From an optimization exercise on the open Yosys and OpenROAD flow, aimed at small area; shortcuts taken in it are not production practice. Only simulation tests tie the RTL to the original design; equivalence was not proved. Power figures rest on the tool's default switching activity, not on a simulated workload. The clock port is modelled as an ideal driver; clocking choices that lean on that would not hold on a real chip.

===== flow/run.sh =====
#!/bin/bash
# Standard layout, with the port buffers made of the smallest buffer cell.
set -euo pipefail
export BUFFER_PORTS_ARGS="-buffer_cell sky130_fd_sc_hd__buf_1"
bash standard.sh > flow.log 2>&1

===== standard.sh =====
#!/bin/bash
# synth_recipe.tcl (not shown) runs the flow's synth.tcl, then flattens the netlist and writes it again
# the make line also repeats each setting of config.mk as NAME=value (left out here)
make -C /OpenROAD-flow-scripts/flow DESIGN_CONFIG=/design/flow/config.mk WORK_HOME=/design/flow/orfs CLKGATE_MAP_FILE= SYNTH_SCRIPT=/design/flow/synth_recipe.tcl "${@:-finish}"

===== config.mk =====
export PLATFORM = sky130hd
export DESIGN_NAME = double_ended_queue_unit
export DESIGN_NICKNAME = double_ended_queue_unit
export VERILOG_FILES = /design/flow/design.v
export SDC_FILE = /design/flow/constraint.sdc
export NUM_CORES = 4
export LEC_CHECK = 0
export CAP_MARGIN = 20
export CORE_MARGIN = 2
export CORE_UTILIZATION = 55
export CTS_BUF_LIST = sky130_fd_sc_hd__clkbuf_16
export CTS_CLUSTER_DIAMETER = 90
export CTS_CLUSTER_SIZE = 36
export PLACE_DENSITY = 0.7
export SLEW_MARGIN = 20

===== constraint.sdc =====
create_clock -name core_clock -period 5.0 [get_ports {clk}]
set_input_delay 1.0000 -clock core_clock [delete_from_list [all_inputs] [get_ports {clk}]]
set_output_delay 1.0000 -clock core_clock [all_outputs]
set_load 0.01 [all_outputs]

===== design.v =====
package deq_pkg;
  localparam int WORD_W  = 32;
  localparam int COUNT_W = 5;
  localparam logic [WORD_W-1:0] WORD_NONE = '1;
  typedef enum logic [2:0] {
    KIND_PUSH_FRONT = 3'd0,
    KIND_PUSH_BACK  = 3'd1,
    KIND_POP_FRONT  = 3'd2,
    KIND_POP_BACK   = 3'd3,
    KIND_CLEAR      = 3'd4,
    KIND_REVERSE    = 3'd5
  } deq_kind_t;
  typedef enum logic {
    ST_IDLE,
    ST_FILL
  } deq_state_t;
  typedef struct packed {
    logic                push_dropped;
    logic                is_empty;
    logic [COUNT_W-1:0]  entry_count;
    logic [WORD_W-1:0]   back_value;
    logic [WORD_W-1:0]   front_value;
    logic                popped_ok;
    logic [WORD_W-1:0]   popped_value;
  } deq_res_t;
endpackage
module deq_store #(
  parameter int DEPTH = 16
) (
  input  logic                       clk,
  input  logic                       wr_now,
  input  logic                       keep_now,    
  input  logic                       ones_now,
  input  logic [deq_pkg::WORD_W-1:0] wr_data,
  output logic [deq_pkg::WORD_W-1:0] tap
);
  localparam int W = deq_pkg::WORD_W;
  logic [DEPTH*W-1:0] ring;
  assign tap = (wr_data & {W{wr_now}}) | (ring[DEPTH*W-1 -: W] & {W{keep_now}}) | {W{ones_now}};
  always_ff @(posedge clk) begin
    ring <= {ring[(DEPTH-1)*W-1:0], tap};
  end
endmodule
module deq_ctrl #(
  parameter int AW = 4,
  parameter int CW = 5
) (
  input  logic          clk,
  input  logic          rst_n,
  input  logic [2:0]    kind,
  input  logic          accept,
  output logic          last,          
  output logic          ahead,         
  output logic [CW-1:0] count,
  output logic          do_pop,
  output logic          dropped,
  output logic          none_after,    
  output logic          w_hit,         
  output logic          p_hit,         
  output logic          f_hit,         
  output logic          b_hit          
);
  localparam logic [AW-1:0] M1 = {AW{1'b1}};
  localparam logic [AW-1:0] M2 = {AW{1'b1}} - 1'b1;
  localparam logic [AW-1:0] M3 = {AW{1'b1}} - 2'd2;
  logic [AW-1:0] off_r, off_step;
  logic [CW-1:0] cnt_r, cnt_step;
  logic          rev_r, rev_nxt;
  logic [AW-1:0] f;                    
  logic          is_push, is_pop, is_clr, is_rev, low_side, full, empty, do_push;
  logic          push_lo, push_hi, pop_lo, pop_hi;
  logic          o_m2, o_m1, o_0, f_m1, f_m2, f_m3, lo_hit, hi_hit;
  assign is_push  = (kind[2:1] == 2'b00);
  assign is_pop   = (kind[2:1] == 2'b01);
  assign is_clr   = (kind == 3'd4);
  assign is_rev   = (kind == 3'd5);
  assign low_side = ~(kind[0] ^ rev_r);
  assign full     = cnt_r[CW-1];
  assign empty    = (cnt_r == '0);
  assign do_push  = is_push & ~full;
  assign do_pop   = is_pop & ~empty;
  assign dropped  = is_push & full;
  assign push_lo  = do_push & low_side;
  assign push_hi  = do_push & ~low_side;
  assign pop_lo   = do_pop & low_side;
  assign pop_hi   = do_pop & ~low_side;
  assign f     = off_r - cnt_r[AW-1:0];
  assign o_m2  = (off_r == M2);
  assign o_m1  = (off_r == M1);
  assign o_0   = (off_r == '0);
  assign f_m1  = (f == M1);
  assign f_m2  = (f == M2);
  assign f_m3  = (f == M3);
  assign last  = o_m1;
  assign ahead = o_m2;
  assign w_hit  = push_lo ? o_m2 : (push_hi & f_m1);
  assign p_hit  = pop_lo ? o_m1 : (pop_hi & f_m2);
  assign lo_hit = push_lo ? o_m2 : (pop_lo ? o_0 : o_m1);
  assign hi_hit = push_hi ? f_m1 : (pop_hi ? f_m3 : f_m2);
  assign off_step = (accept & push_lo) ? 2'd2 : (accept & pop_lo) ? 2'd0 : 2'd1;
  assign cnt_step = do_push ? 1 : (do_pop ? '1 : '0);
  assign rev_nxt    = rev_r ^ is_rev;
  assign none_after = is_clr | (empty & ~do_push) | (pop_lo | pop_hi) & (cnt_r == 1);
  assign f_hit      = rev_nxt ? hi_hit : lo_hit;
  assign b_hit      = rev_nxt ? lo_hit : hi_hit;
  assign count      = cnt_r;
  always_ff @(posedge clk) begin
    if (!rst_n) begin
      off_r <= '0;
      cnt_r <= '0;
      rev_r <= 1'b0;
    end else begin
      off_r <= off_r + off_step;
      if (accept) begin
        cnt_r <= is_clr ? '0 : cnt_r + cnt_step;
        rev_r <= rev_nxt;
      end
    end
  end
endmodule
module double_ended_queue_unit #(
  parameter int DEPTH = 16
) (
  input  logic         clk,
  input  logic         rst_n,
  input  logic         in_tvalid,
  output logic         in_tready,
  input  logic [39:0]  in_tdata,
  input  logic [2:0]   in_tuser,
  output logic         out_tvalid,
  input  logic         out_tready,
  output logic [103:0] out_tdata
);
  localparam int W  = deq_pkg::WORD_W;
  localparam int AW = $clog2(DEPTH);
  localparam int CW = $clog2(DEPTH + 1);
  logic          busy, force_r, ones_r, wr_r, keep_r, ldp_r, ldf_r, ldb_r;
  logic          out_valid_r;
  logic          pok_r, drop_r;
  logic [W-1:0]  pop_r, front_r, back_r;
  logic          last, ahead, begin_now, ones_ok, sweep_next, accept;
  logic [W-1:0]  tap;
  logic [CW-1:0] count;
  logic          do_pop, dropped, none_after, w_hit, p_hit, f_hit, b_hit;
  assign begin_now  = ~busy & ~force_r & ahead & in_tvalid & (~out_valid_r | out_tready);
  assign ones_ok    = begin_now & (~count[CW-1] | none_after);
  assign sweep_next = force_r | (busy & ~last);
  assign in_tready  = busy & last;
  assign accept     = in_tvalid & in_tready;
  deq_ctrl #(
    .AW(AW),
    .CW(CW)
  ) u_ctrl (
    .clk       (clk),
    .rst_n     (rst_n),
    .kind      (in_tuser),
    .accept    (accept),
    .last      (last),
    .ahead     (ahead),
    .count     (count),
    .do_pop    (do_pop),
    .dropped   (dropped),
    .none_after(none_after),
    .w_hit     (w_hit),
    .p_hit     (p_hit),
    .f_hit     (f_hit),
    .b_hit     (b_hit)
  );
  deq_store #(
    .DEPTH(DEPTH)
  ) u_store (
    .clk     (clk),
    .wr_now  (wr_r),
    .keep_now(keep_r),
    .ones_now(ones_r),
    .wr_data (in_tdata[W-1:0]),
    .tap     (tap)
  );
  always_ff @(posedge clk) begin
    if (!rst_n) begin
      busy        <= 1'b0;
      force_r     <= 1'b0;
      out_valid_r <= 1'b0;
    end else begin
      busy        <= sweep_next;
      force_r     <= begin_now;
      out_valid_r <= accept | (out_valid_r & ~out_tready);
    end
  end
  always_ff @(posedge clk) begin
    ones_r <= ones_ok;
    wr_r   <= sweep_next & w_hit;
    keep_r <= ~(sweep_next & w_hit);
    ldp_r  <= begin_now ? (ones_ok & ~do_pop) : (sweep_next & p_hit);
    ldf_r  <= begin_now ? none_after : (sweep_next & ~none_after & f_hit);
    ldb_r  <= begin_now ? none_after : (sweep_next & ~none_after & b_hit);
  end
  always_ff @(posedge clk) begin
    if (accept) begin
      pok_r  <= do_pop;
      drop_r <= dropped;
    end
    if (ldp_r) begin
      pop_r <= tap;
    end
    if (ldf_r) begin
      front_r <= tap;
    end
    if (ldb_r) begin
      back_r <= tap;
    end
  end
  assign out_tvalid = out_valid_r;
  assign out_tdata  = {drop_r, (count == '0), count, back_r, front_r, pok_r, pop_r};
endmodule

==> impl_metrics.py, run 1 <==
metrics = {
    "run_status": {
        "status": "finished clean",
    },
    "yosys": {
        "ys_ff_latch": 629,
        "ys.flop_type": "dfxtp_1",
        "synth_top_cell_by_area": "dfxtp_1",
        "synth_cell_types": 48,
        "synth_top_area_share_pct": 71.4,
        "synth.area.top_cells": "dfxtp_1 71%, edfxtp_1 20%, a221o_1 2.2%, ha_1 0.76%, a21oi_1 0.40%",
        "synthesis.nets": 868,
        "synth_edf_count": 98,
        "synth_area_mm2": 0.0149,
        "yosysMostFrequentCell": "dfxtp_1",
        "synth_sequential_area_ratio_pct": 91.2,
        "synthTopCellsByCount": "531 x dfxtp_1, 98 x edfxtp_1, 32 x a221o_1",
        "yosysWarningCount": 3,
        "synth_area_per_cell_um2": 18.4,
        "async_flop_share_pct": 0,
        "syn_inst": 809,
    },
    "clock_network": {
        "path_clk_slew_ps": 120,
        "clock_latency_ps": 550,
        "cts_setup_buffers": 0,
        "cts_buffers": 21,
        "cts_resized": 0,
        "hold_buffers": 0,
        "cts-root-buf": "clkbuf_16",
        "cts_tree": "done",
        "htreeDepth": 1,
        "clock_path_buffers": 3,
        "cts_sinks": 629,
    },
    "layout": {
        "area_delta_synth_final_pct": 10.1,
        "nets": 1020,
        "final_cells": 1313,
        "final_area_mm2": 0.0164,
        "num_antenna_cells": 0,
        "drive_gt1_share_pct": 3.70,
    },
    "die": {
        "die_w_um": 168,
        "die_y_um": 168,
        "die_area_mm2": 0.0284,
        "core_area_mm2": 0.0267,
        "rows": 60,
        "start_util_pct": 55.7,
        "pin_count": 153,
    },
    "min_path": {
        "holdCritPathClass": "reg -> reg",
        "hold_depth": 0,
        "min_from": "u_store.ring[379]",
    },
    "routing": {
        "wire_per_inst_um": 15.3,
        "dr.pass1.iters": 4,
        "num_vias": 6113,
        "viasPerCell": 4.66,
        "routed_wl_um": 20100,
        "drt_iter0_markers": 334,
        "drc": 0,
        "postRouteAntennaNets": 0,
    },
    "worst_setup_path": {
        "setup.worst_path.end_class": "output pin",
        "critPathArrivalTime_ps": 1810,
        "reg2reg_depth": 10,
        "rrSetupSlack_ps": 2320,
        "critPathKind": "reg -> out",
        "reg2reg_to": "u_ctrl.cnt_r[4]",
        "crit_path_start": "u_ctrl.cnt_r[0]",
        "worstReg2RegStart": "u_ctrl.cnt_r[0]",
        "worstPathRequired_ps": 4000,
        "crit_fanout": 6,
        "cp-start-kind": "flop",
        "crit_end": "out_tdata[102]",
    },
    "timing": {
        "setup-violations-final": 0,
        "tightest_slew_ps": 1030,
        "setup_ws_ps": 2190,
        "max_slew_margin_pct": 31.5,
        "drv_slew": 0,
        "fin_skew_ps": 19.2,
        "hold_viol_final": 0,
        "timing.fmax_mhz": 356,
        "post-route-period-util_pct": 56.1,
        "setup_tns_ps": 0,
        "period_minus_slack_ps": 2810,
        "rsz0062_at_grt": "no",
    },
    "pwr": {
        "power_switching_mw": 1.36,
        "leakage_nw": 6.09,
        "power_frac_comb_pct": 0.6,
        "power_frac_seq_pct": 70.3,
        "total_power_mw": 7.29,
        "vdd_drop_max_mv": 0.291,
        "internal_power_mw": 5.93,
        "cellPowerDensity_mw_per_mm2": 445,
        "netSwitchingFraction_pct": 18.6,
        "clkPwrFrac_pct": 29.1,
    },
    "global_route": {
        "grt_pass1_wl_um": 30700,
        "antenna_found_initial": 1,
        "globalRouteTotalUtil_pct": 13.9,
        "grt_start_max_net_pins": 38,
        "grt_pass1_vias": 5845,
        "overflow": 0,
    },
    "placed_design": {
        "gp_congestion": 0.808,
        "place_hpwl_um": 12300,
        "post-place-ws_ps": 1700,
        "dpl.cell_count": 1279,
        "placed_area_mm2": 0.0158,
        "io_buffers": 144,
    },
    "run": {
        "cap_violations": 0,
    },
}
## sequential cells by signal, indices dropped and copies added (netlist names), 4 cells and up
| register | flops |
|---|---|
| u_store.ring | 512 |
| back_r | 32 |
| front_r | 32 |
| pop_r | 32 |
| u_ctrl.cnt_r | 5 |
| u_ctrl.off_r | 4 |
## per-layer routing
| metal | track usage, % | part of all wire, % | vias up |
|---|---|---|---|
| met5 | 0 | 0.065 | - |
| li1 | - | - | 3017 |
| met1 | 20.3 | 50 | 2941 |
| met2 | 21.6 | 44 | 119 |
| met3 | 2.62 | 4.1 | 34 |
| met4 | 3.67 | 2.0 | 2 |
## worst max-delay path, cell delays in order (launching register included)
cell,delay (ps)
dfxtp_1,380
or4_4,620
nor2_1,110
buf_1,160
## per-stage QoR
step	hold WS [ps]	util [%]
global route	332	61.3
detailed placement	312	59.0
CTS	331	61.3
floorplan	310	-
global placement	311	59.0
finish	331	61.3
## worst min-delay path by stage
stage	to	slack (ps)
finish	u_store.ring[411]	330
global route	u_store.ring[277]	330
CTS	u_store.ring[368]	330
detailed placement	u_store.ring[483]	310
global placement	u_store.ring[185]	310
floorplan	u_store.ring[100]	310
## area by class of cell
class / count / area (um^2)
Clock buffer: 21 / 526
Multi-Input combinational cell: 151 / 1170
Clock inverter: 13 / 68.8
Sequential cell: 629 / 13600
Tap cell: 341 / 427
Inverter: 11 / 41.3
Fill cell: 2020 / 10400
Timing Repair Buffer: 147 / 563
## cells by family after synthesis
| group | count (synthesis) | synth area share (%) |
|---|---|---|
| flops | 629 | 91.2 |
| compound gates | 67 | 3.86 |
| simple gates | 62 | 2.25 |
| buf+inv | 29 | 0.891 |
| fa+ha+maj | 12 | 1.16 |
| xor+xnor | 8 | 0.471 |
| mux | 2 | 0.135 |
## power by group through the flow
stage,clock [mW],combinational [mW],sequential [mW]
2_1_floorplan,0,0.0225,5.24
6_report,2.12,0.0406,5.12
4_1_cts,2.21,0.0406,5.12
5_1_grt,2.36,0.0464,5.13
3_5_place_dp,0,0.0401,5.24
3_3_place_gp,0,0.0400,5.24
## cell usage in the layout (no fill, tap or decap), types with 4 or more instances in the layout
| cell type | netlist | layout |
|---|---|---|
| dfxtp_1 | 531 | 528 |
| buf_1 | 0 | 144 |
| edfxtp_1 | 98 | 98 |
| a221o_1 | 32 | 32 |
| inv_1 | 11 | 21 |
| clkbuf_16 | 0 | 21 |
| nor2_1 | 15 | 15 |
| a21oi_1 | 12 | 12 |
| nand2_1 | 9 | 9 |
| ha_1 | 9 | 9 |
| nor2b_1 | 8 | 8 |
| nor3_1 | 6 | 6 |
| xnor2_1 | 5 | 5 |
| nand2b_1 | 4 | 4 |
| o21ai_0 | 4 | 4 |
==> inputs of run 2 (changes only) <==
--- a/design.v
+++ b/design.v
@@ -64,5 +64,6 @@
   localparam logic [AW-1:0] M2 = {AW{1'b1}} - 1'b1;
   localparam logic [AW-1:0] M3 = {AW{1'b1}} - 2'd2;
-  logic [AW-1:0] off_r, off_step;
+  localparam logic [AW-1:0] ONE = 1;
+  logic [AW-1:0] off_r, off_load;
   logic [CW-1:0] cnt_r, cnt_step;
   logic          rev_r, rev_nxt;
@@ -98,5 +99,5 @@
   assign lo_hit = push_lo ? o_m2 : (pop_lo ? o_0 : o_m1);
   assign hi_hit = push_hi ? f_m1 : (pop_hi ? f_m3 : f_m2);
-  assign off_step = (accept & push_lo) ? 2'd2 : (accept & pop_lo) ? 2'd0 : 2'd1;
+  assign off_load = push_lo ? ONE : (pop_lo ? M1 : '0);
   assign cnt_step = do_push ? 1 : (do_pop ? '1 : '0);
   assign rev_nxt    = rev_r ^ is_rev;
@@ -111,5 +112,5 @@
       rev_r <= 1'b0;
     end else begin
-      off_r <= off_r + off_step;
+      off_r <= accept ? off_load : off_r + 1'b1;
       if (accept) begin
         cnt_r <= is_clr ? '0 : cnt_r + cnt_step;
--- a/config.mk
+++ b/config.mk
@@ -9,7 +9,7 @@
 export CORE_MARGIN = 2
 export CORE_UTILIZATION = 55
-export CTS_BUF_LIST = sky130_fd_sc_hd__clkbuf_16
-export CTS_CLUSTER_DIAMETER = 90
-export CTS_CLUSTER_SIZE = 36
+export CTS_BUF_LIST = sky130_fd_sc_hd__clkbuf_8
+export CTS_CLUSTER_DIAMETER = 50
+export CTS_CLUSTER_SIZE = 18
 export PLACE_DENSITY = 0.7
 export SLEW_MARGIN = 20
==> impl_metrics.py, run 2 <==
metrics = {
    "run_status": {
        "status": "finished clean",
    },
    "yosys": {
        "yosysMostFrequentCell": "dfxtp_1",
        "synth_top_cell_by_area": "dfxtp_1",
        "synth_cell_types": 46,
        "async_flop_share_pct": 0,
        "synth.area.top_cells": "dfxtp_1 72%, edfxtp_1 20%, a221o_1 2.2%, ha_1 0.67%, a21oi_1 0.54%",
        "synthTopCellsByCount": "531 x dfxtp_1, 98 x edfxtp_1, 32 x a221o_1",
        "synth_top_area_share_pct": 71.5,
        "ys.flop_type": "dfxtp_1",
        "synthesis.nets": 870,
        "synth_sequential_area_ratio_pct": 91.3,
        "synth_edf_count": 98,
        "synth_area_per_cell_um2": 18.3,
        "synth_area_mm2": 0.0149,
        "ys_ff_latch": 629,
        "syn_inst": 814,
        "yosysWarningCount": 3,
    },
    "pwr": {
        "power_frac_comb_pct": 0.7,
        "vdd_drop_max_mv": 0.318,
        "power_frac_seq_pct": 66.4,
        "clkPwrFrac_pct": 33.0,
        "netSwitchingFraction_pct": 19.7,
        "power_switching_mw": 1.53,
        "cellPowerDensity_mw_per_mm2": 466,
        "internal_power_mw": 6.24,
        "leakage_nw": 6.34,
    },
    "worst_setup_path": {
        "reg2reg_depth": 8,
        "path_cells": "or4_4 -> nor2_1 -> buf_1",
        "critPathKind": "reg -> out",
        "worstPathRequired_ps": 4000,
        "cp.depth": 3,
        "setup.worst_path.end_class": "output pin",
        "cp-start-kind": "flop",
        "crit_fanout": 10,
        "path_delay_family": "simple AND/OR/NAND/NOR gates",
        "critPathArrivalTime_ps": 2030,
        "critPathMaxStageDelay_ps": 600,
        "crit_slowest_cell": "or4_4",
        "cp.buffers_inverters": 1,
    },
    "layout": {
        "drive_gt1_share_pct": 7.37,
        "nets": 1045,
        "largest_reg_flops": 512,
        "final_cell_mix": "528 x dfxtp_1, 144 x buf_1, 98 x edfxtp_1",
        "num_antenna_cells": 0,
        "top_register": "u_store.ring",
        "final_common_cell": "dfxtp_1",
        "fill_cells": 2010,
        "area_delta_synth_final_pct": 12.2,
    },
    "timing": {
        "timing.fmax_mhz": 330,
        "hold_viol_final": 0,
        "tightest_slew_ps": 1050,
        "max_slew_margin_pct": 30.0,
        "setup-violations-final": 0,
        "rsz0062_at_grt": "no",
        "setup_tns_ps": 0,
        "post-route-period-util_pct": 60.7,
        "drv_slew": 0,
        "fin_skew_ps": 18.8,
        "period_minus_slack_ps": 3030,
        "whs_ps": 320,
    },
    "clock_network": {
        "cts_setup_buffers": 0,
        "clock_latency_ps": 560,
        "htreeDepth": 2,
        "path_clk_slew_ps": 100,
        "clock_path_buffers": 3,
        "cts_tree": "done",
        "hold_buffers": 0,
        "cts_resized": 0,
        "cts_buffers": 45,
        "cts-root-buf": "clkbuf_8",
        "cts_sinks": 629,
    },
    "global_route": {
        "grt_start_max_net_pins": 33,
        "globalRouteTotalUtil_pct": 14.9,
        "grt_pass1_vias": 6314,
        "antenna_found_initial": 0,
        "grt_pass1_wl_um": 32700,
        "overflow": 0,
    },
    "placed_design": {
        "io_buffers": 144,
        "place_hpwl_um": 12200,
        "gp_congestion": 0.812,
    },
    "routing": {
        "num_vias": 6289,
        "drc": 0,
        "wire_per_inst_um": 15.5,
        "dr.pass1.iters": 4,
        "viasPerCell": 4.63,
        "routed_wl_um": 21100,
        "drt_iter0_markers": 345,
        "postRouteAntennaNets": 0,
    },
    "die": {
        "die_w_um": 168,
        "start_util_pct": 55.6,
        "pin_count": 153,
        "rows": 60,
        "die_y_um": 168,
        "core_area_mm2": 0.0267,
        "die_area_mm2": 0.0283,
    },
    "min_path": {
        "hold_depth": 0,
        "holdCritPathClass": "reg -> reg",
    },
    "run": {
        "cap_violations": 0,
    },
}
[run 2: changes by cell type in the layout (fill, tap and decap cells not counted), sizes merged, moves of 3 or more]
| cell | previous run | this run |
|---|---|---|
| nor3b | 1 | 4 |
| nand3 | 1 | 8 |
| o21ai | 5 | 8 |
| a21oi | 13 | 16 |
| inv | 24 | 27 |
| or4 | 1 | 4 |
| clkbuf | 21 | 51 |
| clkinv | 0 | 4 |
| o211ai | 1 | 4 |
| nor2b | 8 | 4 |
| and3 | 0 | 3 |
[run 2: worst paths after layout]
check                                  startpoint           endpoint  slack [ps]
worst max-delay path              u_ctrl.cnt_r[4]     out_tdata[102]        1970
worst max register to register    u_ctrl.cnt_r[3]    u_ctrl.cnt_r[2]        2360
worst min-delay path            u_store.ring[251]  u_store.ring[283]         320
worst min register to register  u_store.ring[251]  u_store.ring[283]         320
[run 2: kinds of logic after synthesis]
group	Yosys count	share of synthesized area [%]
muxes	1	0.0674
xor gates and xnor gates	7	0.413
buffers and inverters	29	0.901
and+or+nand+nor	65	2.44
DFF	629	91.3
adders and majority gates	9	0.808
AOI/OAI and AO/OA	74	4.03
[run 2: power by group through the flow]
stage               Clock, mW  Sequential (mW)  Combinational [mW]
finish                   2.56             5.16              0.0523
floorplan                   0             5.27              0.0238
detailed placement          0             5.28              0.0514
CTS                      2.65             5.16              0.0522
global placement            0             5.28              0.0498
global route             2.83             5.16              0.0582
[run 2: metal layers]
metal	vias to the layer above	routed length, um	GRT usage, %
li1	3119	-	-
met1	2974	10400	21.8
met2	163	9280	22.4
met3	33	1080	3.36
met4	0	334	4.99
met5	-	0	0
[run 2: cell type report]
class                      instances  area (um^2)  share of cell area, %
inverter                          10         37.5                  0.225
clock inverter                    24          206                   1.24
sequential                       629        13600                   81.5
multi-input combinational        156         1150                   6.91
timing repair buffer             147          563                   3.38
clock buffer                      51          702                   4.21
tap                              341          427                   2.56
[run 2: through the flow]
stage	total power [mW]	instances	instance area [um^2]	worst slack [ps]	util (%)
CTS	7.86	1358	16700	1950	62.4
global route	8.05	1358	16700	1870	62.4
global placement	5.32	1283	15800	1850	59.0
floorplan	5.30	814	14900	2400	-
finish	7.77	1358	16700	1970	62.4
detailed placement	5.33	1283	15800	1800	59.0
==> inputs of run 3 (changes only) <==
==> flow/run.sh (replaced) <==
#!/bin/bash
# Standard layout, with the port buffers made of the smallest buffer cell
# and clock tree synthesis without dummy loads.
set -euo pipefail
export BUFFER_PORTS_ARGS="-buffer_cell sky130_fd_sc_hd__buf_1"
export CTS_ARGS="-sink_clustering_enable -repair_clock_nets -sink_clustering_size 36 -sink_clustering_max_diameter 90 -buf_list sky130_fd_sc_hd__clkbuf_16 -dont_use_dummy_load"
bash standard.sh > flow.log 2>&1
--- a/config.mk
+++ b/config.mk
@@ -9,7 +9,7 @@
 export CORE_MARGIN = 2
 export CORE_UTILIZATION = 55
-export CTS_BUF_LIST = sky130_fd_sc_hd__clkbuf_8
-export CTS_CLUSTER_DIAMETER = 50
-export CTS_CLUSTER_SIZE = 18
+export CTS_BUF_LIST = sky130_fd_sc_hd__clkbuf_16
+export CTS_CLUSTER_DIAMETER = 90
+export CTS_CLUSTER_SIZE = 36
 export PLACE_DENSITY = 0.7
 export SLEW_MARGIN = 20
==> impl_metrics.py, run 3 <==
metrics = {
    "worst_setup_path": {
        "worstPathRequired_ps": 4000,
        "critPathKind": "reg -> out",
        "crit_fanout": 10,
        "critPathArrivalTime_ps": 2000,
        "setup.worst_path.end_class": "output pin",
        "cp-start-kind": "flop",
    },
    "die": {
        "pin_count": 153,
        "rows": 60,
        "start_util_pct": 55.6,
        "die_y_um": 168,
        "die_area_mm2": 0.0283,
        "core_area_mm2": 0.0267,
        "die_w_um": 168,
    },
    "yosys": {
        "yosysMostFrequentCell": "dfxtp_1",
        "synth_cell_types": 46,
        "synth_top_cell_by_area": "dfxtp_1",
        "synth_edf_count": 98,
        "ys.flop_type": "dfxtp_1",
        "syn_inst": 814,
        "synthesis.nets": 870,
        "ys_ff_latch": 629,
        "synth_area_mm2": 0.0149,
        "yosysWarningCount": 3,
        "synth_sequential_area_ratio_pct": 91.3,
        "synth.area.top_cells": "dfxtp_1 72%, edfxtp_1 20%, a221o_1 2.2%, ha_1 0.67%, a21oi_1 0.54%",
        "async_flop_share_pct": 0,
        "synth_top_area_share_pct": 71.5,
        "synthTopCellsByCount": "531 x dfxtp_1, 98 x edfxtp_1, 32 x a221o_1",
        "synth_area_per_cell_um2": 18.3,
    },
    "timing": {
        "post-route-period-util_pct": 59.9,
        "hold_viol_final": 0,
        "setup_ws_ps": 2000,
        "rsz0062_at_grt": "no",
        "timing.fmax_mhz": 334,
        "fin_skew_ps": 27.2,
        "max_slew_margin_pct": 30.0,
        "tightest_slew_ps": 1050,
        "whs_ps": 303,
        "setup_tns_ps": 0,
        "setup-violations-final": 0,
        "period_minus_slack_ps": 3000,
        "drv_slew": 0,
    },
    "layout": {
        "largest_reg_flops": 512,
        "nets": 1021,
        "final_area_mm2": 0.0163,
        "num_antenna_cells": 0,
        "multi_input_area_mm2": 0.00115,
        "final_cell_mix": "528 x dfxtp_1, 144 x buf_1, 98 x edfxtp_1",
        "drive_gt1_share_pct": 3.43,
        "area_delta_synth_final_pct": 9.57,
        "top_register": "u_store.ring",
        "fill_cells": 2014,
        "regArea_mm2": 0.0136,
        "final_common_cell": "dfxtp_1",
    },
    "clock_network": {
        "cts_resized": 0,
        "clock_path_buffers": 3,
        "cts-root-buf": "clkbuf_16",
        "htreeDepth": 1,
        "cts_sinks": 629,
        "hold_buffers": 0,
        "cts_buffers": 21,
        "clock_latency_ps": 540,
        "cts_tree": "done",
        "cts_setup_buffers": 0,
        "path_clk_slew_ps": 120,
    },
    "routing": {
        "drc": 0,
        "routed_wl_um": 20300,
        "postRouteAntennaNets": 0,
        "viasPerCell": 4.69,
        "num_vias": 6121,
        "dr.pass1.iters": 4,
        "drt_iter0_markers": 346,
        "wire_per_inst_um": 15.6,
    },
    "placed_design": {
        "io_buffers": 144,
        "place_hpwl_um": 12200,
        "placed_area_mm2": 0.0158,
        "post-place-ws_ps": 1800,
        "gp_congestion": 0.812,
    },
    "pwr": {
        "vdd_drop_max_mv": 0.334,
        "total_power_mw": 7.28,
        "leakage_nw": 6.10,
        "cellPowerDensity_mw_per_mm2": 447,
    },
    "global_route": {
        "grt_pass1_wl_um": 31600,
        "grt_pass1_vias": 5985,
        "overflow": 0,
        "grt_start_max_net_pins": 37,
        "antenna_found_initial": 1,
        "globalRouteTotalUtil_pct": 14.3,
    },
    "min_path": {
        "holdCritPathClass": "reg -> reg",
    },
    "run_status": {
        "status": "finished clean",
    },
    "run": {
        "cap_violations": 0,
    },
}
## run 3: cell count changes in the layout (fill, tap and decap cells not counted), sizes merged
cell,delta
bufinv,-2
clkbuf,-30
clkinv,-4
clkinvlp,-1
inv,-17
## run 3: cell type report
class	count	area share [%]
clock buffer	21	3.23
inverter	10	0.231
timing repair buffer	147	3.46
sequential	629	83.4
multi-input combinational	156	7.08
tap	341	2.62
## run 3: routing by layer
| metal | share of wire (%) | up-vias | routed length [um] | GRT usage [%] |
|---|---|---|---|---|
| li1 | - | 3038 | - | - |
| met1 | 50 | 2921 | 10200 | 21.5 |
| met2 | 43 | 127 | 8700 | 21.6 |
| met3 | 5.5 | 33 | 1120 | 3.01 |
| met5 | 0.064 | - | 13 | 0 |
| met4 | 1.5 | 2 | 303 | 3.30 |
## run 3: final timing paths
kind | startpoint | slack (ps) | endpoint | cells past startpoint
worst min-delay path | u_store.ring[96] | 300 | u_store.ring[128] | 0
worst max-delay path | u_ctrl.cnt_r[4] | 2000 | out_tdata[102] | 3
worst min register to register | u_store.ring[96] | 300 | u_store.ring[128] | 0
worst max register to register | u_ctrl.cnt_r[3] | 2370 | u_ctrl.cnt_r[2] | 8
## run 3: kinds of logic after synthesis
family                     after synthesis  synth area share [%]
and+or+nand+nor                         65                  2.44
buffers and inverters                   29                 0.901
xor gates and xnor gates                 7                 0.413
AOI/OAI and AO/OA                       74                  4.03
DFF                                    629                  91.3
adders and majority gates                9                 0.808
muxes                                    1                0.0674
## run 3: per-stage QoR
step                      instances  utilization (%)
after floorplan                 814                -
after global placement         1283             59.0
after detailed placement       1283             59.0
after CTS                      1304             60.9
after global routing           1304             60.9
final                          1304             60.9
## run 3: power breakdown
part           total [mW]  switching (mW)  leakage (nW)  internal, mW
clock network        2.06            1.30         0.259         0.766
logic              0.0516          0.0301         0.632        0.0215
registers            5.16          0.0150          5.21          5.15
## run 3: worst max-delay path, cell delays in order, from the launching register on
cell     delay (ps)
dfxtp_1         420
or4_4           600
nor2_1          260
buf_1           190
==> inputs of run 4 (changes only) <==
==> flow/run.sh (replaced) <==
#!/bin/bash
# The standard layout, with three changes to how it is made:
#  - synthesis maps the logic with an area-oriented ABC script (strash; dch;
#    amap) in place of ORFS's delay-oriented one; every other synthesis step,
#    and so every register, is the standard synthesis's;
#  - the port buffers are the smallest buffer cell;
#  - clock tree synthesis inserts no dummy loads.
set -euo pipefail
export BUFFER_PORTS_ARGS="-buffer_cell sky130_fd_sc_hd__buf_1"
export CTS_ARGS="-sink_clustering_enable -repair_clock_nets -sink_clustering_size 36 -sink_clustering_max_diameter 90 -buf_list sky130_fd_sc_hd__clkbuf_16 -dont_use_dummy_load"

# ORFS's scripts, with the ABC script that synthesis uses replaced.
mkdir -p synth_scripts
cp -r "$FLOW_HOME/scripts/." synth_scripts/
cp flow/abc_area_map.script synth_scripts/abc_speed.script

SCRIPTS_DIR="$PWD/synth_scripts" bash standard.sh synth > synth.log 2>&1
bash standard.sh > flow.log 2>&1
==> flow/abc_area_map.script (new file) <==
strash
dch
amap
--- a/config.mk
+++ b/config.mk
@@ -8,8 +8,5 @@
 export CAP_MARGIN = 20
 export CORE_MARGIN = 2
-export CORE_UTILIZATION = 55
-export CTS_BUF_LIST = sky130_fd_sc_hd__clkbuf_16
-export CTS_CLUSTER_DIAMETER = 90
-export CTS_CLUSTER_SIZE = 36
+export CORE_UTILIZATION = 50
 export PLACE_DENSITY = 0.7
 export SLEW_MARGIN = 20
==> impl_metrics.py, run 4 <==
metrics = {
    "worst_setup_path": {
        "critPathArrivalTime_ps": 2160,
        "setup.worst_path.end_class": "output pin",
        "cp-start-kind": "flop",
        "path_common_cell": "clkinv_1",
        "critPathKind": "reg -> out",
        "crit_slowest_cell": "dfxtp_1",
        "worstPathRequired_ps": 4000,
        "cp.buffers_inverters": 3,
        "critPathMaxStageDelay_ps": 460,
        "path_cells": "ha_1 -> clkinv_1 -> nor3_1 -> clkinv_1 -> nor2b_1 -> buf_1",
        "crit_fanout": 5,
        "path_delay_family": "simple AND/OR/NAND/NOR gates",
        "rrSetupSlack_ps": 1980,
    },
    "timing": {
        "hold_viol_final": 0,
        "max_slew_margin_pct": 31.2,
        "tightest_slew_ps": 1030,
        "rsz0062_at_grt": "no",
        "setup-violations-final": 0,
        "setup_tns_ps": 0,
        "period_minus_slack_ps": 3160,
        "timing.fmax_mhz": 317,
        "fin_skew_ps": 56.0,
        "post-route-period-util_pct": 63.1,
        "drv_slew": 0,
        "whs_ps": 279,
    },
    "clock_network": {
        "clock_path_buffers": 3,
        "cts-root-buf": "clkbuf_16",
        "cts_sinks": 629,
        "cts_setup_buffers": 0,
        "cts_resized": 0,
        "cts_tree": "done",
        "clock_latency_ps": 540,
        "path_clk_slew_ps": 120,
        "htreeDepth": 1,
        "hold_buffers": 0,
        "cts_buffers": 21,
    },
    "yosys": {
        "synth.area.top_cells": "dfxtp_1 72%, edfxtp_1 20%, a221o_1 2.2%, nor2_1 0.84%, ha_1 0.68%",
        "yosysWarningCount": 3,
        "synth_top_cell_by_area": "dfxtp_1",
        "ys.flop_type": "dfxtp_1",
        "synthSimpleGateAreaFrac_pct": 1.98,
        "yosysMostFrequentCell": "dfxtp_1",
        "synth_edf_count": 98,
        "ys_ff_latch": 629,
        "synth-xor-area-share_pct": 0.0597,
        "synth_top_family_by_area": "compound AO/OA/AOI/OAI gates",
        "synth_area_mm2": 0.0147,
        "synthesis.nets": 855,
        "synth_compound_area_share_pct": 3.89,
        "synth_mux_area_share_pct": 0,
        "synth_sequential_area_ratio_pct": 92.5,
        "async_flop_share_pct": 0,
        "syn_inst": 799,
        "synth_cell_types": 30,
        "synth_area_per_cell_um2": 18.4,
        "synth_fa_ha_area_share_pct": 0.818,
        "synth_top_area_share_pct": 72.4,
        "synthTopCellsByCount": "531 x dfxtp_1, 98 x edfxtp_1, 33 x nor2_1",
    },
    "routing": {
        "dr.pass1.iters": 4,
        "postRouteAntennaNets": 0,
        "drc": 0,
        "drt_iter0_markers": 312,
        "num_vias": 6043,
        "wire_per_inst_um": 14.7,
        "viasPerCell": 4.48,
        "routed_wl_um": 19800,
    },
    "pwr": {
        "power_frac_seq_pct": 71.0,
        "internal_power_mw": 5.93,
        "cellPowerDensity_mw_per_mm2": 448,
        "clkPwrFrac_pct": 28.3,
        "power_frac_comb_pct": 0.7,
        "netSwitchingFraction_pct": 18.3,
        "leakage_nw": 6.09,
        "vdd_drop_max_mv": 0.237,
        "power_switching_mw": 1.32,
    },
    "placed_design": {
        "place_hpwl_um": 11800,
        "gp_congestion": 0.793,
        "io_buffers": 144,
    },
    "run_status": {
        "status": "finished clean",
    },
    "die": {
        "start_util_pct": 51.0,
        "core_area_mm2": 0.0288,
        "pin_count": 153,
        "die_w_um": 175,
        "die_y_um": 175,
        "rows": 62,
        "die_area_mm2": 0.0307,
    },
    "global_route": {
        "gr-usage-met2_pct": 20.1,
        "grt_start_max_net_pins": 37,
        "globalRouteTotalUtil_pct": 12.9,
        "grt_busiest_layer": "met2",
        "overflow": 0,
        "use_met3_pct": 2.58,
        "antenna_found_initial": 1,
        "grt_pass1_wl_um": 31000,
        "met1_usage_pct": 18.7,
        "grt_pass1_vias": 5838,
    },
    "layout": {
        "top_register": "u_store.ring",
        "regArea_mm2": 0.0136,
        "final_util_pct": 56.4,
        "nets": 1021,
        "largest_reg_flops": 512,
        "fill_cells": 2197,
        "drive_gt1_share_pct": 2.80,
        "final_common_cell": "dfxtp_1",
        "final_cell_mix": "528 x dfxtp_1, 144 x buf_1, 98 x edfxtp_1",
        "multi_input_area_um2": 990,
        "area_delta_synth_final_pct": 10.5,
    },
    "run": {
        "cap_violations": 0,
    },
    "min_path": {
        "holdCritPathClass": "reg -> reg",
    },
}
-- run 4: changes by cell type after synthesis, moves of 7 or more --
cell and delta:
or2_0 +7, inv_1 -10, nand3_1 -8, nor2_1 +20
clkinv_1 +22, clkbuf_1 -12
-- run 4: routing by layer --
| metal | vias to the layer above | part of all wire [%] |
|---|---|---|
| met2 | 136 | 44 |
| met1 | 2874 | 49 |
| met4 | 0 | 1.8 |
| li1 | 3009 | - |
| met3 | 24 | 5.7 |
| met5 | - | 0 |
-- run 4: cells by family (layout without fill, tap and decap cells) --
family	count (synthesis)	count (layout)
buf+inv	26	190
compound gates	70	70
flops	629	629
other cells	0	1
fa+ha+maj	9	9
xor+xnor	1	1
simple gates	64	64
-- run 4: worst paths after layout --
check | startpoint | to | cells past startpoint
max reg2reg | u_ctrl.cnt_r[3] | u_ctrl.cnt_r[4] | 14
min reg2reg | u_store.ring[343] | u_store.ring[375] | 0
max | u_ctrl.off_r[1] | in_tready | 6
min | u_store.ring[343] | u_store.ring[375] | 0
-- run 4: worst reg2reg max path: stages, from the launching register on --
cell and delay [ps]:
dfxtp_1 430, clkinv_1 140, nand2_1 140, nor3_1 90
nor2_1 340, clkinv_1 350, nor2_1 240, a21oi_1 80
ha_1 190, or2_0 250, a32oi_1 260, xor2_1 170
nor2_1 50, a21oi_1 110, nor2_1 50
-- run 4: final cells by class --
| cell class | count | share of cell area [%] |
|---|---|---|
| inverters | 22 | 0.509 |
| diodes | 1 | 0.0154 |
| flip-flops and latches | 629 | 83.7 |
| clock buffers | 21 | 3.24 |
| repair buffers | 147 | 3.47 |
| multi-input cells | 144 | 6.10 |
| well taps | 384 | 2.96 |
-- run 4: power by group through the flow --
stage               clock, mW  combinational (mW)  sequential [mW]
finish                   2.05              0.0479             5.16
global route             2.31              0.0545             5.16
CTS                      2.15              0.0479             5.16
detailed placement          0              0.0474             5.27
global placement            0              0.0453             5.27
floorplan                   0              0.0265             5.27
-- run 4: stage by stage --
| step | power, mW | cell area (um^2) | instances | setup slack [ps] |
|---|---|---|---|---|
| floorplan | 5.29 | 14700 | 799 | 2030 |
| global placement | 5.32 | 15700 | 1326 | 1550 |
| detailed placement | 5.32 | 15700 | 1326 | 1560 |
| CTS | 7.35 | 16200 | 1347 | 1840 |
| global route | 7.52 | 16200 | 1347 | 1610 |
| finish | 7.26 | 16200 | 1348 | 1840 |
==> inputs of run 5 (changes only) <==
--- a/config.mk
+++ b/config.mk
@@ -8,5 +8,5 @@
 export CAP_MARGIN = 20
 export CORE_MARGIN = 2
-export CORE_UTILIZATION = 50
-export PLACE_DENSITY = 0.7
+export CORE_UTILIZATION = 58
+export PLACE_DENSITY = 0.8
 export SLEW_MARGIN = 20
==> impl_metrics.py, run 5 <==
metrics = {
    "run_status": {
        "status": "finished clean",
    },
    "worst_setup_path": {
        "worstPathRequired_ps": 4000,
        "crit_slowest_cell": "dfxtp_1",
        "critPathArrivalTime_ps": 2150,
        "critPathMaxStageDelay_ps": 480,
        "critPathKind": "reg -> out",
        "setup.worst_path.end_class": "output pin",
        "crit_fanout": 5,
        "worstReg2RegStart": "u_ctrl.cnt_r[3]",
        "path_common_cell": "clkinv_1",
        "reg2reg_to": "u_ctrl.cnt_r[4]",
        "rrSetupSlack_ps": 1910,
        "path_cells": "ha_1 -> clkinv_1 -> nor3_1 -> clkinv_1 -> nor2b_1 -> buf_1",
        "cp-start-kind": "flop",
        "crit_end": "in_tready",
        "reg2reg_depth": 14,
        "crit_path_start": "u_ctrl.off_r[1]",
    },
    "routing": {
        "viasPerCell": 4.66,
        "postRouteAntennaNets": 0,
        "wire_per_inst_um": 16.0,
        "drc": 0,
        "dr.pass1.iters": 5,
        "num_vias": 6019,
        "drt_iter0_markers": 417,
        "routed_wl_um": 20600,
    },
    "global_route": {
        "globalRouteTotalUtil_pct": 15.6,
        "overflow": 0,
        "grt_pass1_vias": 5967,
        "grt_start_max_net_pins": 37,
        "grt_pass1_wl_um": 32000,
        "antenna_found_initial": 1,
    },
    "clock_network": {
        "cts_resized": 0,
        "htreeDepth": 1,
        "cts_sinks": 629,
        "clock_latency_ps": 540,
        "cts-root-buf": "clkbuf_16",
        "cts_buffers": 21,
        "cts_tree": "done",
        "cts_setup_buffers": 0,
        "clock_path_buffers": 3,
        "path_clk_slew_ps": 120,
        "hold_buffers": 0,
    },
    "layout": {
        "drive_gt1_share_pct": 2.81,
        "num_antenna_cells": 0,
        "top_register": "u_store.ring",
        "final_common_cell": "dfxtp_1",
        "nets": 1019,
        "area_delta_synth_final_pct": 9.97,
        "final_util_pct": 64.5,
        "final_cell_mix": "526 x dfxtp_1, 144 x buf_1, 98 x edfxtp_1",
        "final_cells": 1291,
        "largest_reg_flops": 512,
    },
    "yosys": {
        "synth.area.top_cells": "dfxtp_1 72%, edfxtp_1 20%, a221o_1 2.2%, nor2_1 0.84%, ha_1 0.68%",
        "synthSimpleGateAreaFrac_pct": 1.98,
        "synth_top_area_share_pct": 72.4,
        "ys.flop_type": "dfxtp_1",
        "synth_area_mm2": 0.0147,
        "syn_inst": 799,
        "yosysWarningCount": 3,
        "synth_top_cell_by_area": "dfxtp_1",
        "synthesis.nets": 855,
        "yosysMostFrequentCell": "dfxtp_1",
        "synth_edf_count": 98,
        "synth_top_family_by_area": "compound AO/OA/AOI/OAI gates",
        "synthTopCellsByCount": "531 x dfxtp_1, 98 x edfxtp_1, 33 x nor2_1",
        "async_flop_share_pct": 0,
        "synth_compound_area_share_pct": 3.89,
        "synth_cell_types": 30,
        "synth_fa_ha_area_share_pct": 0.818,
        "synth_sequential_area_ratio_pct": 92.5,
        "ys_ff_latch": 629,
        "synth_area_per_cell_um2": 18.4,
        "synth-xor-area-share_pct": 0.0597,
        "synth_mux_area_share_pct": 0,
    },
    "placed_design": {
        "io_buffers": 144,
        "dpl.cell_count": 1270,
        "gp_congestion": 0.832,
        "place_hpwl_um": 12100,
    },
    "die": {
        "rows": 58,
        "die_area_mm2": 0.0266,
        "die_y_um": 163,
        "die_w_um": 163,
        "pin_count": 153,
        "start_util_pct": 58.6,
        "core_area_mm2": 0.0250,
    },
    "timing": {
        "drv_slew": 0,
        "setup-violations-final": 0,
        "timing.fmax_mhz": 318,
        "post-route-period-util_pct": 62.9,
        "max_slew_margin_pct": 33.0,
        "period_minus_slack_ps": 3150,
        "hold_viol_final": 0,
        "rsz0062_at_grt": "no",
        "tightest_slew_ps": 1000,
        "whs_ps": 271,
        "fin_skew_ps": 56.3,
        "setup_tns_ps": 0,
    },
    "min_path": {
        "holdCritPathClass": "reg -> reg",
        "min_from": "u_store.ring[414]",
    },
    "pwr": {
        "leakage_nw": 6.08,
        "cellPowerDensity_mw_per_mm2": 451,
        "vdd_drop_max_mv": 0.336,
        "total_power_mw": 7.27,
    },
    "run": {
        "cap_violations": 0,
    },
}
-- run 5: layout make-up --
type | count | area (um^2)
Inverter | 22 | 82.6
Sequential cell | 629 | 13600
Fill cell | 1782 | 8900
Tap cell | 330 | 413
Clock buffer | 21 | 526
Timing Repair Buffer | 145 | 548
Multi-Input combinational cell | 144 | 990
-- run 5: kinds of logic after synthesis --
kind of cell             after synthesis
AO/OA/AOI/OAI                         70
buffers and inverters                 26
flip-flops                           629
AND/OR/NAND/NOR                       64
XOR/XNOR                               1
adder cells (fa/ha/maj)                9
-- run 5: power breakdown --
part           switching, mW  leakage [nW]  internal, mW
Sequential           0.00985          5.25          5.15
Combinational         0.0282         0.571        0.0206
Clock                   1.30         0.259         0.767
-- run 5: layer usage --
| layer | up-vias | global-route usage [%] | part of all wire (%) |
|---|---|---|---|
| met5 | - | 0 | 0.063 |
| met4 | 2 | 3.22 | 1.2 |
| met3 | 24 | 3.22 | 5.3 |
| met2 | 134 | 24.4 | 45 |
| met1 | 2857 | 22.9 | 49 |
| li1 | 3002 | - | - |
-- run 5: worst min path at each step --
stage / to / slack [ps] / cells after the start
after CTS: u_store.ring[446] / 270 / 0
after detailed placement: u_store.ring[104] / 310 / 0
after floorplan: u_store.ring[100] / 310 / 0
after global placement: u_store.ring[417] / 310 / 0
final: u_store.ring[446] / 270 / 0
after global routing: u_store.ring[446] / 270 / 0
-- run 5: worst max-delay path: cells and delay by family, from the launching register on --
family / cells / cell delay, ps
simple gates: 2 / 540
flops: 1 / 480
buf+inv: 3 / 410
fa+ha+maj: 1 / 230
-- run 5: stage by stage --
stage          instance area, um^2  worst slack, ps
2_1_floorplan                14700             2030
3_3_place_gp                 15600             1640
3_5_place_dp                 15600             1570
4_1_cts                      16100             1850
5_1_grt                      16100             1610
6_report                     16100             1850
==> inputs of run 6 (changes only) <==
--- a/config.mk
+++ b/config.mk
@@ -9,4 +9,4 @@
 export CORE_MARGIN = 2
 export CORE_UTILIZATION = 58
-export PLACE_DENSITY = 0.8
+export PLACE_DENSITY = 0.7
 export SLEW_MARGIN = 20
==> impl_metrics.py, run 6 <==
metrics = {
    "yosys": {
        "ys.flop_type": "dfxtp_1",
        "synth_area_mm2": 0.0147,
        "ys_ff_latch": 629,
        "yosysMostFrequentCell": "dfxtp_1",
        "yosysWarningCount": 3,
        "synth_top_cell_by_area": "dfxtp_1",
        "synth.area.top_cells": "dfxtp_1 72%, edfxtp_1 20%, a221o_1 2.2%, nor2_1 0.84%, ha_1 0.68%",
        "async_flop_share_pct": 0,
        "synth_top_area_share_pct": 72.4,
        "synth_cell_types": 30,
        "synth_edf_count": 98,
        "synthesis.nets": 855,
        "synthTopCellsByCount": "531 x dfxtp_1, 98 x edfxtp_1, 33 x nor2_1",
        "synth_area_per_cell_um2": 18.4,
        "syn_inst": 799,
        "synth_sequential_area_ratio_pct": 92.5,
    },
    "layout": {
        "largest_reg_flops": 512,
        "final_util_pct": 64.5,
        "nets": 1021,
        "final_common_cell": "dfxtp_1",
        "top_register": "u_store.ring",
        "fill_cells": 1795,
        "drive_gt1_share_pct": 2.80,
        "area_delta_synth_final_pct": 10.1,
        "final_cell_mix": "528 x dfxtp_1, 144 x buf_1, 98 x edfxtp_1",
        "num_antenna_cells": 0,
    },
    "routing": {
        "dr.pass1.iters": 4,
        "wire_per_inst_um": 15.0,
        "drt_iter0_markers": 392,
        "postRouteAntennaNets": 0,
        "viasPerCell": 4.65,
        "num_vias": 6009,
        "drc": 0,
        "routed_wl_um": 19400,
    },
    "clock_network": {
        "clock_path_buffers": 3,
        "clock_latency_ps": 540,
        "cts_resized": 0,
        "cts_buffers": 21,
        "htreeDepth": 1,
        "cts-root-buf": "clkbuf_16",
        "cts_sinks": 629,
        "cts_tree": "done",
        "path_clk_slew_ps": 120,
        "cts_setup_buffers": 0,
        "hold_buffers": 0,
    },
    "pwr": {
        "total_power_mw": 7.26,
        "vdd_drop_max_mv": 0.316,
        "cellPowerDensity_mw_per_mm2": 449,
        "leakage_nw": 6.09,
    },
    "timing": {
        "setup_ws_ps": 1800,
        "period_minus_slack_ps": 3200,
        "max_slew_margin_pct": 34.2,
        "post-route-period-util_pct": 64.1,
        "setup-violations-final": 0,
        "setup_tns_ps": 0,
        "hold_viol_final": 0,
        "fin_skew_ps": 51.8,
        "tightest_slew_ps": 988,
        "drv_slew": 0,
        "whs_ps": 296,
        "timing.fmax_mhz": 312,
        "rsz0062_at_grt": "no",
    },
    "die": {
        "start_util_pct": 58.6,
        "rows": 58,
        "die_y_um": 163,
        "die_area_mm2": 0.0266,
        "core_area_mm2": 0.0250,
        "die_w_um": 163,
        "pin_count": 153,
    },
    "worst_setup_path": {
        "crit_fanout": 5,
        "crit_slowest_cell": "dfxtp_1",
        "reg2reg_to": "u_ctrl.cnt_r[4]",
        "reg2reg_depth": 14,
        "cp.buffers_inverters": 3,
        "rrSetupSlack_ps": 1920,
        "worstReg2RegStart": "u_ctrl.cnt_r[3]",
        "critPathKind": "reg -> out",
        "worstPathRequired_ps": 4000,
        "cp-start-kind": "flop",
        "path_cells": "ha_1 -> clkinv_1 -> nor3_1 -> clkinv_1 -> nor2b_1 -> buf_1",
        "path_common_cell": "clkinv_1",
        "setup.worst_path.end_class": "output pin",
        "critPathMaxStageDelay_ps": 470,
        "path_delay_family": "simple AND/OR/NAND/NOR gates",
        "critPathArrivalTime_ps": 2200,
    },
    "min_path": {
        "holdPathEnd": "u_store.ring[127]",
        "holdCritPathClass": "reg -> reg",
        "hold_depth": 0,
        "min_from": "u_store.ring[95]",
    },
    "global_route": {
        "globalRouteTotalUtil_pct": 14.6,
        "overflow": 0,
        "grt_start_max_net_pins": 37,
        "grt_pass1_wl_um": 30100,
        "grt_pass1_vias": 5925,
        "antenna_found_initial": 0,
    },
    "run_status": {
        "status": "finished clean",
    },
    "placed_design": {
        "io_buffers": 144,
        "gp_congestion": 0.770,
        "place_hpwl_um": 11900,
        "post-place-ws_ps": 1580,
    },
    "run": {
        "cap_violations": 0,
    },
}
run 6: worst max path at each step:
| stage | from | end | slack [ps] | depth (start not counted) |
|---|---|---|---|---|
| after floorplan | in_tuser[2] | u_ctrl.cnt_r[4] | 2030 | 13 |
| after global placement | in_tuser[1] | u_ctrl.cnt_r[4] | 1560 | 13 |
| after detailed placement | in_tuser[1] | u_ctrl.cnt_r[4] | 1580 | 13 |
| after CTS | u_ctrl.off_r[1] | in_tready | 1780 | 6 |
| after global routing | u_ctrl.cnt_r[3] | u_ctrl.cnt_r[4] | 1580 | 14 |
| final | u_ctrl.off_r[1] | in_tready | 1800 | 6 |
run 6: routing by layer:
metal / GRT usage, % / part of all wire (%) / vias to the layer above
met5: 0 / 0 / -
met4: 3.70 / 1.8 / 0
met3: 2.64 / 5.3 / 26
met2: 22.8 / 43 / 152
met1: 21.6 / 50 / 2831
li1: - / - / 3000
run 6: through the flow:
stage	instance area, um^2	cells
finish	16200	1293
global route	16200	1293
CTS	16200	1293
detailed placement	15600	1272
global placement	15600	1272
floorplan	14700	799
run 6: worst reg2reg max path: cells and delay by family (launching register included):
kind | cells | cell delay, ps
simple gates | 7 | 1190
buf+inv | 2 | 520
compound gates | 3 | 440
flops | 1 | 430
fa+ha+maj | 1 | 200
xor+xnor | 1 | 160
run 6: layout make-up:
type	instances	area, um^2	share of cell area, %
clock buffer	21	526	3.25
sequential	629	13600	84.1
timing repair buffer	147	563	3.49
multi-input combinational	144	990	6.13
inverter	22	82.6	0.511
tap	330	413	2.56
run 6: where the power goes:
| part | switching, mW | internal [mW] | leakage (nW) |
|---|---|---|---|
| logic | 0.0274 | 0.0204 | 0.581 |
| clock network | 1.29 | 0.767 | 0.259 |
| registers | 0.00954 | 5.15 | 5.25 |
run 6: cells by family (layout without fill, tap and decap cells):
logic type	count (synthesis)	in the layout	share of synthesized area (%)
compound gates	70	70	3.89
xor+xnor	1	1	0.0597
fa+ha+maj	9	9	0.819
buf+inv	26	190	0.767
flops	629	629	92.5
simple gates	64	64	1.98
==> inputs of run 7 (changes only) <==
--- a/flow/run.sh
+++ b/flow/run.sh
@@ -8,5 +8,5 @@
 set -euo pipefail
 export BUFFER_PORTS_ARGS="-buffer_cell sky130_fd_sc_hd__buf_1"
-export CTS_ARGS="-sink_clustering_enable -repair_clock_nets -sink_clustering_size 36 -sink_clustering_max_diameter 90 -buf_list sky130_fd_sc_hd__clkbuf_16 -dont_use_dummy_load"
+export CTS_ARGS="-sink_clustering_enable -repair_clock_nets -sink_clustering_size 36 -sink_clustering_max_diameter 90 -buf_list sky130_fd_sc_hd__clkbuf_16 -root_buf sky130_fd_sc_hd__clkbuf_2 -tree_buf sky130_fd_sc_hd__clkbuf_4 -dont_use_dummy_load"
 
 # ORFS's scripts, with the ABC script that synthesis uses replaced.
==> impl_metrics.py, run 7 <==
metrics = {
    "routing": {
        "num_vias": 6042,
        "drc": 0,
        "postRouteAntennaNets": 0,
        "routed_wl_um": 19400,
        "viasPerCell": 4.67,
        "wire_per_inst_um": 15.0,
        "drt_iter0_markers": 387,
        "dr.pass1.iters": 4,
    },
    "worst_setup_path": {
        "critPathMaxStageDelay_ps": 470,
        "path_delay_family": "simple AND/OR/NAND/NOR gates",
        "crit_fanout": 5,
        "critPathArrivalTime_ps": 2620,
        "path_common_cell": "clkinv_1",
        "setup.worst_path.end_class": "output pin",
        "path_cells": "ha_1 -> clkinv_1 -> nor3_1 -> clkinv_1 -> nor2b_1 -> buf_1",
        "critPathKind": "reg -> out",
        "cp.buffers_inverters": 3,
        "cp-start-kind": "flop",
        "worstPathRequired_ps": 4000,
        "crit_slowest_cell": "dfxtp_1",
    },
    "timing": {
        "tightest_slew_ps": 988,
        "hold_viol_final": 0,
        "drv_slew": 0,
        "post-route-period-util_pct": 72.3,
        "rsz0062_at_grt": "no",
        "period_minus_slack_ps": 3620,
        "timing.fmax_mhz": 276,
        "setup_tns_ps": 0,
        "whs_ps": 248,
        "fin_skew_ps": 121,
        "setup-violations-final": 0,
        "max_slew_margin_pct": 34.1,
    },
    "min_path": {
        "holdCritPathClass": "reg -> reg",
    },
    "clock_network": {
        "cts_tree": "done",
        "cts_setup_buffers": 0,
        "cts_buffers": 21,
        "htreeDepth": 1,
        "cts_resized": 0,
        "cts-root-buf": "clkbuf_2",
        "clock_path_buffers": 3,
        "cts_sinks": 629,
        "hold_buffers": 0,
        "clock_latency_ps": 990,
        "path_clk_slew_ps": 120,
    },
    "global_route": {
        "globalRouteTotalUtil_pct": 14.6,
        "grt_pass1_wl_um": 30100,
        "antenna_found_initial": 1,
        "grt_start_max_net_pins": 37,
        "overflow": 0,
        "grt_pass1_vias": 5926,
    },
    "run": {
        "cap_violations": 0,
    },
    "die": {
        "die_y_um": 163,
        "rows": 58,
        "die_w_um": 163,
        "die_area_mm2": 0.0266,
        "pin_count": 153,
        "core_area_mm2": 0.0250,
        "start_util_pct": 58.6,
    },
    "yosys": {
        "synth_area_per_cell_um2": 18.4,
        "yosysWarningCount": 3,
        "synth_sequential_area_ratio_pct": 92.5,
        "synthTopCellsByCount": "531 x dfxtp_1, 98 x edfxtp_1, 33 x nor2_1",
        "synth_area_mm2": 0.0147,
        "synth_cell_types": 30,
        "synth_top_cell_by_area": "dfxtp_1",
        "yosysMostFrequentCell": "dfxtp_1",
        "synth.area.top_cells": "dfxtp_1 72%, edfxtp_1 20%, a221o_1 2.2%, nor2_1 0.84%, ha_1 0.68%",
        "ys.flop_type": "dfxtp_1",
        "synth_edf_count": 98,
        "syn_inst": 799,
        "synth_top_area_share_pct": 72.4,
        "async_flop_share_pct": 0,
        "synthesis.nets": 855,
        "ys_ff_latch": 629,
    },
    "layout": {
        "drive_gt1_share_pct": 2.80,
        "area_delta_synth_final_pct": 9.66,
        "final_cell_mix": "528 x dfxtp_1, 144 x buf_1, 98 x edfxtp_1",
        "nets": 1021,
        "fill_cells": 1802,
        "largest_reg_flops": 512,
        "top_register": "u_store.ring",
        "final_common_cell": "dfxtp_1",
    },
    "pwr": {
        "leakage_nw": 6.07,
        "cellPowerDensity_mw_per_mm2": 443,
        "total_power_mw": 7.13,
        "vdd_drop_max_mv": 0.314,
    },
    "placed_design": {
        "gp_congestion": 0.770,
        "io_buffers": 144,
        "place_hpwl_um": 11900,
    },
    "run_status": {
        "status": "finished clean",
    },
}
run 7: cell counts after synthesis:
Identical to the previous run, type by type.
run 7: layout make-up:
type                    instances  area [um^2]  area share (%)
flip-flops and latches        629        13600            84.4
multi-input cells             144          990            6.15
repair buffers                147          563            3.50
clock buffers                  21          465            2.89
well taps                     330          413            2.57
inverters                      22         82.6           0.513
diodes                          1         2.50          0.0155
run 7: worst paths after layout:
check	endpoint	startpoint	slack, ps	cells past startpoint
worst max register to register	u_ctrl.cnt_r[4]	u_ctrl.cnt_r[3]	1910	14
worst min register to register	u_store.ring[507]	u_store.ring[475]	250	0
worst min-delay path	u_store.ring[507]	u_store.ring[475]	250	0
worst max-delay path	in_tready	u_ctrl.off_r[1]	1380	6
run 7: logic make-up after synthesis:
| family | count (synthesis) | share of synthesized area [%] |
|---|---|---|
| buffers and inverters | 26 | 0.767 |
| flip-flops | 629 | 92.5 |
| adder cells (fa/ha/maj) | 9 | 0.819 |
| AND/OR/NAND/NOR | 64 | 1.98 |
| XOR/XNOR | 1 | 0.0597 |
| AO/OA/AOI/OAI | 70 | 3.89 |
run 7: metal layers:
| metal | vias to the layer above | wire length [um] | global-route usage (%) |
|---|---|---|---|
| met4 | 0 | 403 | 3.54 |
| li1 | 3004 | - | - |
| met2 | 153 | 8250 | 22.7 |
| met3 | 30 | 964 | 2.67 |
| met5 | - | 0 | 0 |
| met1 | 2855 | 9770 | 21.6 |
run 7: metrics by stage:
step	instances	area (um^2)	setup WS (ps)	util (%)
after floorplan	799	14700	2030	-
final	1294	16100	1380	64.3
after global routing	1294	16100	1210	64.3
after global placement	1272	15600	1560	62.4
after detailed placement	1272	15600	1580	62.4
after CTS	1293	16100	1320	64.3
run 7: power breakdown:
part / switching, mW / internal (mW)
clock: 1.28 / 0.650
combinational: 0.0274 / 0.0204
sequential: 0.00950 / 5.15
total: 1.32 / 5.82
==> inputs of run 8 (changes only) <==
--- a/flow/run.sh
+++ b/flow/run.sh
@@ -8,5 +8,5 @@
 set -euo pipefail
 export BUFFER_PORTS_ARGS="-buffer_cell sky130_fd_sc_hd__buf_1"
-export CTS_ARGS="-sink_clustering_enable -repair_clock_nets -sink_clustering_size 36 -sink_clustering_max_diameter 90 -buf_list sky130_fd_sc_hd__clkbuf_16 -root_buf sky130_fd_sc_hd__clkbuf_2 -tree_buf sky130_fd_sc_hd__clkbuf_4 -dont_use_dummy_load"
+export CTS_ARGS="-sink_clustering_enable -repair_clock_nets -sink_clustering_size 36 -sink_clustering_max_diameter 90 -buf_list sky130_fd_sc_hd__clkbuf_16 -root_buf sky130_fd_sc_hd__clkbuf_4 -tree_buf sky130_fd_sc_hd__clkbuf_8 -dont_use_dummy_load"
 
 # ORFS's scripts, with the ABC script that synthesis uses replaced.
==> impl_metrics.py, run 8 <==
metrics = {
    "run_status": {
        "status": "finished clean",
    },
    "routing": {
        "drt_iter0_markers": 376,
        "num_vias": 6032,
        "postRouteAntennaNets": 0,
        "viasPerCell": 4.65,
        "routed_wl_um": 19400,
        "wire_per_inst_um": 15.0,
        "dr.pass1.iters": 4,
        "drc": 0,
    },
    "min_path": {
        "min_from": "u_store.ring[475]",
        "hold_depth": 0,
        "holdPathEnd": "u_store.ring[507]",
        "holdCritPathClass": "reg -> reg",
    },
    "global_route": {
        "met1_usage_pct": 21.6,
        "gr-usage-met2_pct": 22.7,
        "use_met3_pct": 2.67,
        "overflow": 0,
        "grt_start_max_net_pins": 37,
        "grt_pass1_wl_um": 30100,
        "grt_pass1_vias": 5924,
        "grt_busiest_layer": "met2",
        "antenna_found_initial": 1,
        "globalRouteTotalUtil_pct": 14.6,
    },
    "worst_setup_path": {
        "crit_fanout": 5,
        "cp.buffers_inverters": 3,
        "path_delay_family": "simple AND/OR/NAND/NOR gates",
        "rrSetupSlack_ps": 1910,
        "reg2reg_depth": 14,
        "reg2reg_to": "u_ctrl.cnt_r[4]",
        "crit_slowest_cell": "dfxtp_1",
        "worstPathRequired_ps": 4000,
        "critPathArrivalTime_ps": 2430,
        "worstReg2RegStart": "u_ctrl.cnt_r[3]",
        "setup.worst_path.end_class": "output pin",
        "critPathKind": "reg -> out",
        "path_cells": "ha_1 -> clkinv_1 -> nor3_1 -> clkinv_1 -> nor2b_1 -> buf_1",
        "critPathMaxStageDelay_ps": 470,
        "cp-start-kind": "flop",
        "crit_path_start": "u_ctrl.off_r[1]",
        "path_common_cell": "clkinv_1",
    },
    "placed_design": {
        "place_hpwl_um": 11900,
        "post-place-ws_ps": 1580,
        "io_buffers": 144,
        "gp_congestion": 0.770,
    },
    "timing": {
        "setup_ws_ps": 1570,
        "fin_skew_ps": 82.0,
        "timing.fmax_mhz": 292,
        "rsz0062_at_grt": "no",
        "hold_viol_final": 0,
        "setup-violations-final": 0,
        "setup_tns_ps": 0,
        "drv_slew": 0,
        "post-route-period-util_pct": 68.5,
        "period_minus_slack_ps": 3430,
        "tightest_slew_ps": 994,
        "max_slew_margin_pct": 33.7,
    },
    "yosys": {
        "synthTopCellsByCount": "531 x dfxtp_1, 98 x edfxtp_1, 33 x nor2_1",
        "synth_cell_types": 30,
        "synth.area.top_cells": "dfxtp_1 72%, edfxtp_1 20%, a221o_1 2.2%, nor2_1 0.84%, ha_1 0.68%",
        "ys_ff_latch": 629,
        "yosysWarningCount": 3,
        "synth_top_area_share_pct": 72.4,
        "synth_sequential_area_ratio_pct": 92.5,
        "synthesis.nets": 855,
        "async_flop_share_pct": 0,
        "synth_area_mm2": 0.0147,
        "ys.flop_type": "dfxtp_1",
        "yosysMostFrequentCell": "dfxtp_1",
        "synth_edf_count": 98,
        "syn_inst": 799,
        "synth_top_cell_by_area": "dfxtp_1",
        "synth_area_per_cell_um2": 18.4,
    },
    "die": {
        "start_util_pct": 58.6,
        "core_area_mm2": 0.0250,
        "die_w_um": 163,
        "rows": 58,
        "die_y_um": 163,
        "die_area_mm2": 0.0266,
        "pin_count": 153,
    },
    "pwr": {
        "cellPowerDensity_mw_per_mm2": 444,
        "leakage_nw": 6.07,
        "total_power_mw": 7.15,
        "vdd_drop_max_mv": 0.314,
    },
    "clock_network": {
        "cts_setup_buffers": 0,
        "cts_tree": "done",
        "cts_sinks": 629,
        "htreeDepth": 1,
        "cts_resized": 0,
        "hold_buffers": 0,
        "clock_path_buffers": 3,
        "cts_buffers": 21,
        "clock_latency_ps": 770,
        "cts-root-buf": "clkbuf_4",
        "path_clk_slew_ps": 120,
    },
    "layout": {
        "nets": 1021,
        "area_delta_synth_final_pct": 9.74,
        "final_cell_mix": "528 x dfxtp_1, 144 x buf_1, 98 x edfxtp_1",
        "drive_gt1_share_pct": 2.80,
        "top_register": "u_store.ring",
        "largest_reg_flops": 512,
        "final_common_cell": "dfxtp_1",
    },
    "run": {
        "cap_violations": 0,
    },
}
-- run 8: cell counts after synthesis --
No cell type changed its count.
-- run 8: worst max-delay path by stage --
stage,to,slack [ps],cells past startpoint
finish,in_tready,1570,6
global route,in_tready,1420,6
global placement,u_ctrl.cnt_r[4],1560,13
floorplan,u_ctrl.cnt_r[4],2030,13
CTS,in_tready,1540,6
detailed placement,u_ctrl.cnt_r[4],1580,13
-- run 8: layout make-up --
type / instances / area [um^2]
diodes: 3 / 7.51
clock buffers: 21 / 473
fillers: 1802 / 8930
inverters: 22 / 82.6
multi-input cells: 144 / 990
flip-flops and latches: 629 / 13600
well taps: 330 / 413
repair buffers: 147 / 563
-- run 8: metrics by stage --
step                hold slack (ps)  instances  util (%)  area, um^2
floorplan                       310        799         -       14700
CTS                             293       1293      64.3       16100
global placement                310       1272      62.4       15600
detailed placement              312       1272      62.4       15600
global route                    284       1296      64.3       16100
finish                          287       1296      64.3       16100
-- run 8: routing by layer --
layer	vias to the layer above	wire, um	part of all wire (%)
met5	-	0	0
met4	0	405	2.1
met3	32	938	4.8
met2	151	8230	42
met1	2842	9820	51
li1	3007	-	-
-- run 8: logic make-up (layout without fill, tap and decap cells) --
logic type | count (synthesis) | after routing | share of synthesized area, %
other | 0 | 3 | 0
buffers and inverters | 26 | 190 | 0.767
and+or+nand+nor | 64 | 64 | 1.98
xor gates and xnor gates | 1 | 1 | 0.0597
adders and majority gates | 9 | 9 | 0.819
DFF | 629 | 629 | 92.5
AOI/OAI and AO/OA | 70 | 70 | 3.89
-- run 8: power by group --
group	internal (mW)	switching [mW]	total, mW
logic	0.0204	0.0274	0.0478
clock network	0.670	1.28	1.95
registers	5.15	0.00949	5.16

[what the ideal ports hide]
In the flow no input, the clock included, has a driving cell. The finished layouts below were timed again as built, in two steps.
Step 1, drivers: a clkbuf_16 drives clk and a buf_2 each remaining input, both assumed.
Step 2, shift: input delay + t, output delay - t, t = (earliest + latest rising clock arrival at the registers) / 2. This alone moves slack from input paths to output paths.
a / b / c = no drivers / after step 1 / after step 2; a / b = the first two.
run | t, ns | slack for setup (ns) | worst data-port slew with drivers (ns)
run 1 | 0.581 | 2.194 / 2.148 / 1.695 | 0.06
run 2 | 0.596 | 1.966 / 1.924 / 1.760 | 0.07
run 3 | 0.571 | 2.003 / 1.956 / 1.781 | 0.07
run 4 | 0.562 | 1.844 / 1.798 / 1.576 | 0.06
run 5 | 0.561 | 1.853 / 1.808 / 1.497 | 0.06
run 6 | 0.560 | 1.796 / 1.751 / 1.496 | 0.05
run 7 | 0.969 | 1.383 / 1.344 / 1.460 | 0.05
run 8 | 0.771 | 1.574 / 1.532 / 1.479 | 0.05
After both steps every run listed still meets setup and hold. For run 1, which loses most, drivers alone change the setup slack by -0.046 ns; drivers and shift together by -0.499 ns.
